Background: an optimization exercise with open tools, aiming at small area, a short achievable clock period and few clock cycles per item. Do not read the settings as production practice.
Only simulation tests tie the RTL to the original design; equivalence was not proved.
Power figures rest on the tool's default switching activity, not on a simulated workload.

// dcache_ctrl
module dcache_ctrl #(
  parameter int INDEX_BITS = 4
) (
  input  logic         clk_i,
  input  logic         rst_i,
  input  logic         cpu_req_i,
  input  logic         cpu_we_i,
  input  logic [31:0]  cpu_addr_i,
  input  logic [31:0]  cpu_data_i,
  output logic [31:0]  cpu_data_o,
  output logic         cpu_stall_o,
  output logic         mem_enable_o,
  output logic         mem_write_o,
  output logic [31:0]  mem_addr_o,
  output logic [255:0] mem_data_o,
  input  logic [255:0] mem_data_i,
  input  logic         mem_ack_i
);
  localparam int LINES = 2 ** INDEX_BITS;
  localparam int TAG_W = 27 - INDEX_BITS;
  logic [LINES-1:0] valid_q, dirty_q;
  logic [TAG_W-1:0] tag_q  [LINES];
  logic [255:0]     data_q [LINES];
  logic [INDEX_BITS-1:0] idx;
  logic [TAG_W-1:0]      req_tag;
  logic [2:0]            word;
  logic [1:0]            unused_byte_offset;
  assign unused_byte_offset = cpu_addr_i[1:0];
  assign word    = cpu_addr_i[4:2];
  assign idx     = cpu_addr_i[4+INDEX_BITS:5];
  assign req_tag = cpu_addr_i[31:5+INDEX_BITS];
  logic [LINES-1:0] sel;
  logic [TAG_W-1:0] line_tag;
  logic             hit, victim_dirty, refill;
  always_comb
    for (int l = 0; l < LINES; l++) sel[l] = (idx == l);
  assign line_tag     = tag_q[idx];
  assign hit          = cpu_req_i & valid_q[idx] & (line_tag == req_tag);
  assign victim_dirty = dirty_q[idx];
  assign refill       = mem_ack_i & ~victim_dirty;
  assign cpu_stall_o  = cpu_req_i & ~hit & ~refill;
  assign mem_enable_o = cpu_req_i & ~hit;
  assign mem_write_o  = victim_dirty;
  assign mem_addr_o   = {victim_dirty ? line_tag : req_tag, idx, 5'b0};
  logic [127:0] la1 [8], la2 [4], la3 [2];
  logic [127:0] hb1 [8], hb2 [4], hb3 [2];
  always_comb begin
    for (int i = 0; i < 8; i++) la1[i] = idx[0] ? data_q[2*i+1][127:0] : data_q[2*i][127:0];
    for (int i = 0; i < 4; i++) la2[i] = idx[1] ? la1[2*i+1] : la1[2*i];
    for (int i = 0; i < 2; i++) la3[i] = idx[2] ? la2[2*i+1] : la2[2*i];
    for (int i = 0; i < 8; i++) hb1[i] = idx[2] ? data_q[4*((2*i+1)%4) + (2*i+1)/4][255:128]
                                                : data_q[4*((2*i)%4)   + (2*i)/4][255:128];
    for (int i = 0; i < 4; i++) hb2[i] = idx[3] ? hb1[2*i+1] : hb1[2*i];
  ...
Size in the first run: roughly 650 I/O pins.
==> module dcache_ctrl, before the edit <==
module dcache_ctrl #(
  parameter int INDEX_BITS = 4
) (
  input  logic         clk_i,
  input  logic         rst_i,
  input  logic         cpu_req_i,
  input  logic         cpu_we_i,
  input  logic [31:0]  cpu_addr_i,
  input  logic [31:0]  cpu_data_i,
  output logic [31:0]  cpu_data_o,
  output logic         cpu_stall_o,
  output logic         mem_enable_o,
  output logic         mem_write_o,
  output logic [31:0]  mem_addr_o,
  output logic [255:0] mem_data_o,
  input  logic [255:0] mem_data_i,
  input  logic         mem_ack_i
);
  localparam int LINES = 2 ** INDEX_BITS;
  localparam int TAG_W = 27 - INDEX_BITS;
  logic [LINES-1:0] valid_q, dirty_q;
  logic [TAG_W-1:0] tag_q  [LINES];
  logic [255:0]     data_q [LINES];
  logic [INDEX_BITS-1:0] idx;
  logic [TAG_W-1:0]      req_tag;
  logic [2:0]            word;
  logic [1:0]            unused_byte_offset;
  assign unused_byte_offset = cpu_addr_i[1:0];
  assign word    = cpu_addr_i[4:2];
  assign idx     = cpu_addr_i[4+INDEX_BITS:5];
  assign req_tag = cpu_addr_i[31:5+INDEX_BITS];
  logic [LINES-1:0] sel;
  logic [TAG_W-1:0] line_tag;
  logic             hit, victim_dirty, refill;
  always_comb
    for (int l = 0; l < LINES; l++) sel[l] = (idx == l);
  assign line_tag     = tag_q[idx];
  assign hit          = cpu_req_i & valid_q[idx] & (line_tag == req_tag);
  assign victim_dirty = dirty_q[idx];
  assign refill       = mem_ack_i & ~victim_dirty;
  assign cpu_stall_o  = cpu_req_i & ~hit & ~refill;
  assign mem_enable_o = cpu_req_i & ~hit;
  assign mem_write_o  = victim_dirty;
  assign mem_addr_o   = {victim_dirty ? line_tag : req_tag, idx, 5'b0};
  logic [127:0] la1 [8], la2 [4], la3 [2];
  logic [127:0] hb1 [8], hb2 [4], hb3 [2];
  always_comb begin
    for (int i = 0; i < 8; i++) la1[i] = idx[0] ? data_q[2*i+1][127:0] : data_q[2*i][127:0];
    for (int i = 0; i < 4; i++) la2[i] = idx[1] ? la1[2*i+1] : la1[2*i];
    for (int i = 0; i < 2; i++) la3[i] = idx[2] ? la2[2*i+1] : la2[2*i];
    for (int i = 0; i < 8; i++) hb1[i] = idx[2] ? data_q[4*((2*i+1)%4) + (2*i+1)/4][255:128]
                                                : data_q[4*((2*i)%4)   + (2*i)/4][255:128];
    for (int i = 0; i < 4; i++) hb2[i] = idx[3] ? hb1[2*i+1] : hb1[2*i];
    for (int i = 0; i < 2; i++) hb3[i] = idx[0] ? hb2[2*i+1] : hb2[2*i];
  end
  assign mem_data_o[127:0]   = idx[3] ? la3[1] : la3[0];
  assign mem_data_o[255:128] = idx[1] ? hb3[1] : hb3[0];
  assign cpu_data_o   = mem_ack_i ? mem_data_i[{word, 5'b0} +: 32] : mem_data_o[{word, 5'b0} +: 32];
  always_ff @(posedge clk_i or posedge rst_i) begin
    if (rst_i) begin
      valid_q <= '0;
      dirty_q <= '0;
    end else begin
      for (int l = 0; l < LINES; l++) begin
        if (sel[l] & mem_ack_i) begin
          valid_q[l] <= 1'b1;
          dirty_q[l] <= ~dirty_q[l] & cpu_we_i;
        end else if (sel[l] & hit & cpu_we_i) begin
          dirty_q[l] <= 1'b1;
        end
      end
    end
  end
  logic [255:0] wdata;
  logic [7:0]   wsel;
  always_comb begin
    for (int w = 0; w < 8; w++) begin
      wsel[w] = cpu_we_i & (word == w);
      wdata[w*32 +: 32] = wsel[w] ? cpu_data_i : mem_data_i[w*32 +: 32];
    end
  end
  always_ff @(posedge clk_i) begin
    for (int l = 0; l < LINES; l++) begin
      if (sel[l] & refill) tag_q[l] <= req_tag;
      for (int w = 0; w < 8; w++)
        if (sel[l] & (refill | (hit & wsel[w])))
          data_q[l][w*32 +: 32] <= wdata[w*32 +: 32];
    end
  end
endmodule
Settings: LEC_CHECK=0, CAP_MARGIN=20, CORE_MARGIN=2, CORE_UTILIZATION=45, CTS_CLUSTER_DIAMETER=90, CTS_CLUSTER_SIZE=27, GPL_ROUTABILITY_DRIVEN=0, PLACE_DENSITY=0.6, SETUP_SLACK_MARGIN=4, SLEW_MARGIN=20, TNS_END_PERCENT=0; clock period 10.0 ns.
standard.sh (not shown) runs the stock make flow with config.mk's settings and CLKGATE_MAP_FILE= SYNTH_SCRIPT=/design/flow/synth_recipe.tcl, a recipe that flattens the netlist after the stock synthesis.
==> flow/flow/run.sh <==
#!/bin/bash
# The standard ORFS layout (the standard.sh, with its standard synthesis), except that the
# input and output ports are buffered with buf_2 instead of the default delay-buffer cell.
# Every ORFS step writes its full log under orfs/logs/; make's own output goes to make_finish.log.
set -euo pipefail
export BUFFER_PORTS_ARGS="-buffer_cell sky130_fd_sc_hd__buf_2"
bash standard.sh finish > make_finish.log 2>&1
Testbench counts at the start, summed over its fixed seeds: cycles 81,298, accesses 48,000.
Change:
--- a/flow/design.v
+++ b/flow/design.v
@@ -43,19 +43,15 @@
   assign mem_enable_o = cpu_req_i & ~hit;
   assign mem_write_o  = victim_dirty;
   assign mem_addr_o   = {victim_dirty ? line_tag : req_tag, idx, 5'b0};
-  logic [127:0] la1 [8], la2 [4], la3 [2];
-  logic [127:0] hb1 [8], hb2 [4], hb3 [2];
+  logic [255:0] rd1 [8];
+  logic [255:0] rd2 [4];
+  logic [255:0] rd3 [2];
   always_comb begin
-    for (int i = 0; i < 8; i++) la1[i] = idx[0] ? data_q[2*i+1][127:0] : data_q[2*i][127:0];
-    for (int i = 0; i < 4; i++) la2[i] = idx[1] ? la1[2*i+1] : la1[2*i];
-    for (int i = 0; i < 2; i++) la3[i] = idx[2] ? la2[2*i+1] : la2[2*i];
-    for (int i = 0; i < 8; i++) hb1[i] = idx[2] ? data_q[4*((2*i+1)%4) + (2*i+1)/4][255:128]
-                                                : data_q[4*((2*i)%4)   + (2*i)/4][255:128];
-    for (int i = 0; i < 4; i++) hb2[i] = idx[3] ? hb1[2*i+1] : hb1[2*i];
-    for (int i = 0; i < 2; i++) hb3[i] = idx[0] ? hb2[2*i+1] : hb2[2*i];
+    for (int i = 0; i < 8; i++) rd1[i] = idx[0] ? data_q[2*i+1] : data_q[2*i];
+    for (int i = 0; i < 4; i++) rd2[i] = idx[1] ? rd1[2*i+1] : rd1[2*i];
+    for (int i = 0; i < 2; i++) rd3[i] = idx[2] ? rd2[2*i+1] : rd2[2*i];
   end
-  assign mem_data_o[127:0]   = idx[3] ? la3[1] : la3[0];
-  assign mem_data_o[255:128] = idx[1] ? hb3[1] : hb3[0];
+  assign mem_data_o   = idx[3] ? rd3[1] : rd3[0];
   assign cpu_data_o   = mem_ack_i ? mem_data_i[{word, 5'b0} +: 32] : mem_data_o[{word, 5'b0} +: 32];
   always_ff @(posedge clk_i or posedge rst_i) begin
     if (rst_i) begin
What happened: The changed run produced a clean layout; setup slack gets better by 0.067 ns; global-route usage increases by 0.63 points; wire length increases slightly; non-clock buffer count increases by 21; via count decreases slightly; final area stays flat; die area is about the same; count of clock-buffer cells in the layout decreases by 1; power decreases slightly; synthesized area stays flat; final cell count barely changes.
Testbench counts after the change, summed over its fixed seeds: cycles 81,298, accesses 48,000.


Setup of run 1:
The RTL this note starts from:
==> flow/design.v <==
`timescale 1ns/1ps
module dcache_ctrl #(
  parameter int INDEX_BITS = 4
) (
  input  logic         clk_i,
  input  logic         rst_i,
  input  logic         cpu_req_i,
  input  logic         cpu_we_i,
  input  logic [31:0]  cpu_addr_i,
  input  logic [31:0]  cpu_data_i,
  output logic [31:0]  cpu_data_o,
  output logic         cpu_stall_o,
  output logic         mem_enable_o,
  output logic         mem_write_o,
  output logic [31:0]  mem_addr_o,
  output logic [255:0] mem_data_o,
  input  logic [255:0] mem_data_i,
  input  logic         mem_ack_i
);
  localparam int LINES = 2 ** INDEX_BITS;
  localparam int TAG_W = 27 - INDEX_BITS;
  logic [LINES-1:0] valid_q, dirty_q;
  logic [TAG_W-1:0] tag_q  [LINES];
  logic [255:0]     data_q [LINES];
  logic [INDEX_BITS-1:0] idx;
  logic [TAG_W-1:0]      req_tag;
  logic [2:0]            word;
  logic [1:0]            unused_byte_offset;
  assign unused_byte_offset = cpu_addr_i[1:0];
  assign word    = cpu_addr_i[4:2];
  assign idx     = cpu_addr_i[4+INDEX_BITS:5];
  assign req_tag = cpu_addr_i[31:5+INDEX_BITS];
  logic [LINES-1:0] sel;
  logic [TAG_W-1:0] line_tag;
  logic             hit, victim_dirty, refill;
  always_comb
    for (int l = 0; l < LINES; l++) sel[l] = (idx == l);
  assign line_tag     = tag_q[idx];
  assign hit          = cpu_req_i & valid_q[idx] & (line_tag == req_tag);
  assign victim_dirty = dirty_q[idx];
  assign refill       = mem_ack_i & ~victim_dirty;
  assign cpu_stall_o  = cpu_req_i & ~hit & ~refill;
  assign mem_enable_o = cpu_req_i & ~hit;
  assign mem_write_o  = victim_dirty;
  assign mem_addr_o   = {victim_dirty ? line_tag : req_tag, idx, 5'b0};
  logic [127:0] la1 [8], la2 [4], la3 [2];
  logic [127:0] hb1 [8], hb2 [4], hb3 [2];
  always_comb begin
    for (int i = 0; i < 8; i++) la1[i] = idx[0] ? data_q[2*i+1][127:0] : data_q[2*i][127:0];
    for (int i = 0; i < 4; i++) la2[i] = idx[1] ? la1[2*i+1] : la1[2*i];
    for (int i = 0; i < 2; i++) la3[i] = idx[2] ? la2[2*i+1] : la2[2*i];
    for (int i = 0; i < 8; i++) hb1[i] = idx[2] ? data_q[4*((2*i+1)%4) + (2*i+1)/4][255:128]
                                                : data_q[4*((2*i)%4)   + (2*i)/4][255:128];
    for (int i = 0; i < 4; i++) hb2[i] = idx[3] ? hb1[2*i+1] : hb1[2*i];
    for (int i = 0; i < 2; i++) hb3[i] = idx[0] ? hb2[2*i+1] : hb2[2*i];
  end
  assign mem_data_o[127:0]   = idx[3] ? la3[1] : la3[0];
  assign mem_data_o[255:128] = idx[1] ? hb3[1] : hb3[0];
  assign cpu_data_o   = mem_ack_i ? mem_data_i[{word, 5'b0} +: 32] : mem_data_o[{word, 5'b0} +: 32];
  always_ff @(posedge clk_i or posedge rst_i) begin
    if (rst_i) begin
      valid_q <= '0;
      dirty_q <= '0;
    end else begin
      for (int l = 0; l < LINES; l++) begin
        if (sel[l] & mem_ack_i) begin
          valid_q[l] <= 1'b1;
          dirty_q[l] <= ~dirty_q[l] & cpu_we_i;
        end else if (sel[l] & hit & cpu_we_i) begin
          dirty_q[l] <= 1'b1;
        end
      end
    end
  end
  logic [255:0] wdata;
  logic [7:0]   wsel;
  always_comb begin
    for (int w = 0; w < 8; w++) begin
      wsel[w] = cpu_we_i & (word == w);
      wdata[w*32 +: 32] = wsel[w] ? cpu_data_i : mem_data_i[w*32 +: 32];
    end
  end
  always_ff @(posedge clk_i) begin
    for (int l = 0; l < LINES; l++) begin
      if (sel[l] & refill) tag_q[l] <= req_tag;
      for (int w = 0; w < 8; w++)
        if (sel[l] & (refill | (hit & wsel[w])))
          data_q[l][w*32 +: 32] <= wdata[w*32 +: 32];
    end
  end
endmodule
export LEC_CHECK = 0
export CAP_MARGIN = 20
export CORE_MARGIN = 2
export CORE_UTILIZATION = 45
export CTS_CLUSTER_DIAMETER = 80
export CTS_CLUSTER_SIZE = 24
export PLACE_DENSITY = 0.6
export SETUP_SLACK_MARGIN = 4
export SLEW_MARGIN = 20
export TNS_END_PERCENT = 0
create_clock -name core_clock -period 10.0 [get_ports {clk_i}]
Scripts as last shown in full above: flow/flow/run.sh
Run 1 went all the way through synthesis, placement and routing and the layout is clean on timing, DRC and antenna.
Testbench counts of run 1, summed over its fixed seeds: cycles 81,298, accesses 48,000.
Input changes introduced in run 2 (baseline for comparison: run 1):
--- a/flow/design.v
+++ b/flow/design.v
@@ -44,17 +44,13 @@
   assign mem_write_o  = victim_dirty;
   assign mem_addr_o   = {victim_dirty ? line_tag : req_tag, idx, 5'b0};
-  logic [127:0] la1 [8], la2 [4], la3 [2];
-  logic [127:0] hb1 [8], hb2 [4], hb3 [2];
+  logic [255:0] rd1 [8];
+  logic [255:0] rd2 [4];
+  logic [255:0] rd3 [2];
   always_comb begin
-    for (int i = 0; i < 8; i++) la1[i] = idx[0] ? data_q[2*i+1][127:0] : data_q[2*i][127:0];
-    for (int i = 0; i < 4; i++) la2[i] = idx[1] ? la1[2*i+1] : la1[2*i];
-    for (int i = 0; i < 2; i++) la3[i] = idx[2] ? la2[2*i+1] : la2[2*i];
-    for (int i = 0; i < 8; i++) hb1[i] = idx[2] ? data_q[4*((2*i+1)%4) + (2*i+1)/4][255:128]
-                                                : data_q[4*((2*i)%4)   + (2*i)/4][255:128];
-    for (int i = 0; i < 4; i++) hb2[i] = idx[3] ? hb1[2*i+1] : hb1[2*i];
-    for (int i = 0; i < 2; i++) hb3[i] = idx[0] ? hb2[2*i+1] : hb2[2*i];
+    for (int i = 0; i < 8; i++) rd1[i] = idx[0] ? data_q[2*i+1] : data_q[2*i];
+    for (int i = 0; i < 4; i++) rd2[i] = idx[1] ? rd1[2*i+1] : rd1[2*i];
+    for (int i = 0; i < 2; i++) rd3[i] = idx[2] ? rd2[2*i+1] : rd2[2*i];
   end
-  assign mem_data_o[127:0]   = idx[3] ? la3[1] : la3[0];
-  assign mem_data_o[255:128] = idx[1] ? hb3[1] : hb3[0];
+  assign mem_data_o   = idx[3] ? rd3[1] : rd3[0];
   assign cpu_data_o   = mem_ack_i ? mem_data_i[{word, 5'b0} +: 32] : mem_data_o[{word, 5'b0} +: 32];
   always_ff @(posedge clk_i or posedge rst_i) begin
Findings:
Run 2 against run 1: non-clock buffer count in the final layout went up by about 2%; setup slack went down by 0.019 ns. Run 1 → run 2: global-route wire length before repair went up 1.6%; instance area at placement held; reported clock group power held; final period utilization went up 0.19 points. Per the comparison of run 2 with run 1, routed wire length went up, total power did not really move, sequential share of the synthesized area did not really move.
Testbench counts of run 2, summed over its fixed seeds: cycles 81,298, accesses 48,000.

-- static timing again, ports no longer ideal --
No port has a modelled driver above. Below, the same layouts with a new extraction and two added sets of constraints. Step 1 sets driving cells, clkbuf_16 on the clock port and buf_2 on the other inputs (assumed; they add their load-dependent delay and slew). Step 2 times the ports against the registers' clock, not the clock port: input delays grow and output delays shrink by t, the midpoint of the rising clock arrivals with the driver on. Three values: ideal, step 1, step 2; two values: the first two.
run	shift t [ns]	setup slack, ns	latest minus earliest clock arrival (ns)
the first run of note 1	1.075	2.640 / 2.334 / 2.192	0.073 / 0.074
the second run of note 1	1.087	2.707 / 2.194 / 2.041	0.079 / 0.079
run 1	1.097	2.696 / 2.251 / 1.987	0.078 / 0.078
run 2	1.100	2.677 / 2.104 / 1.950	0.108 / 0.108
After both steps every run listed still meets setup and hold. For run 2, which loses most, drivers alone change the setup slack by -0.573 ns; drivers and shift together by -0.727 ns.
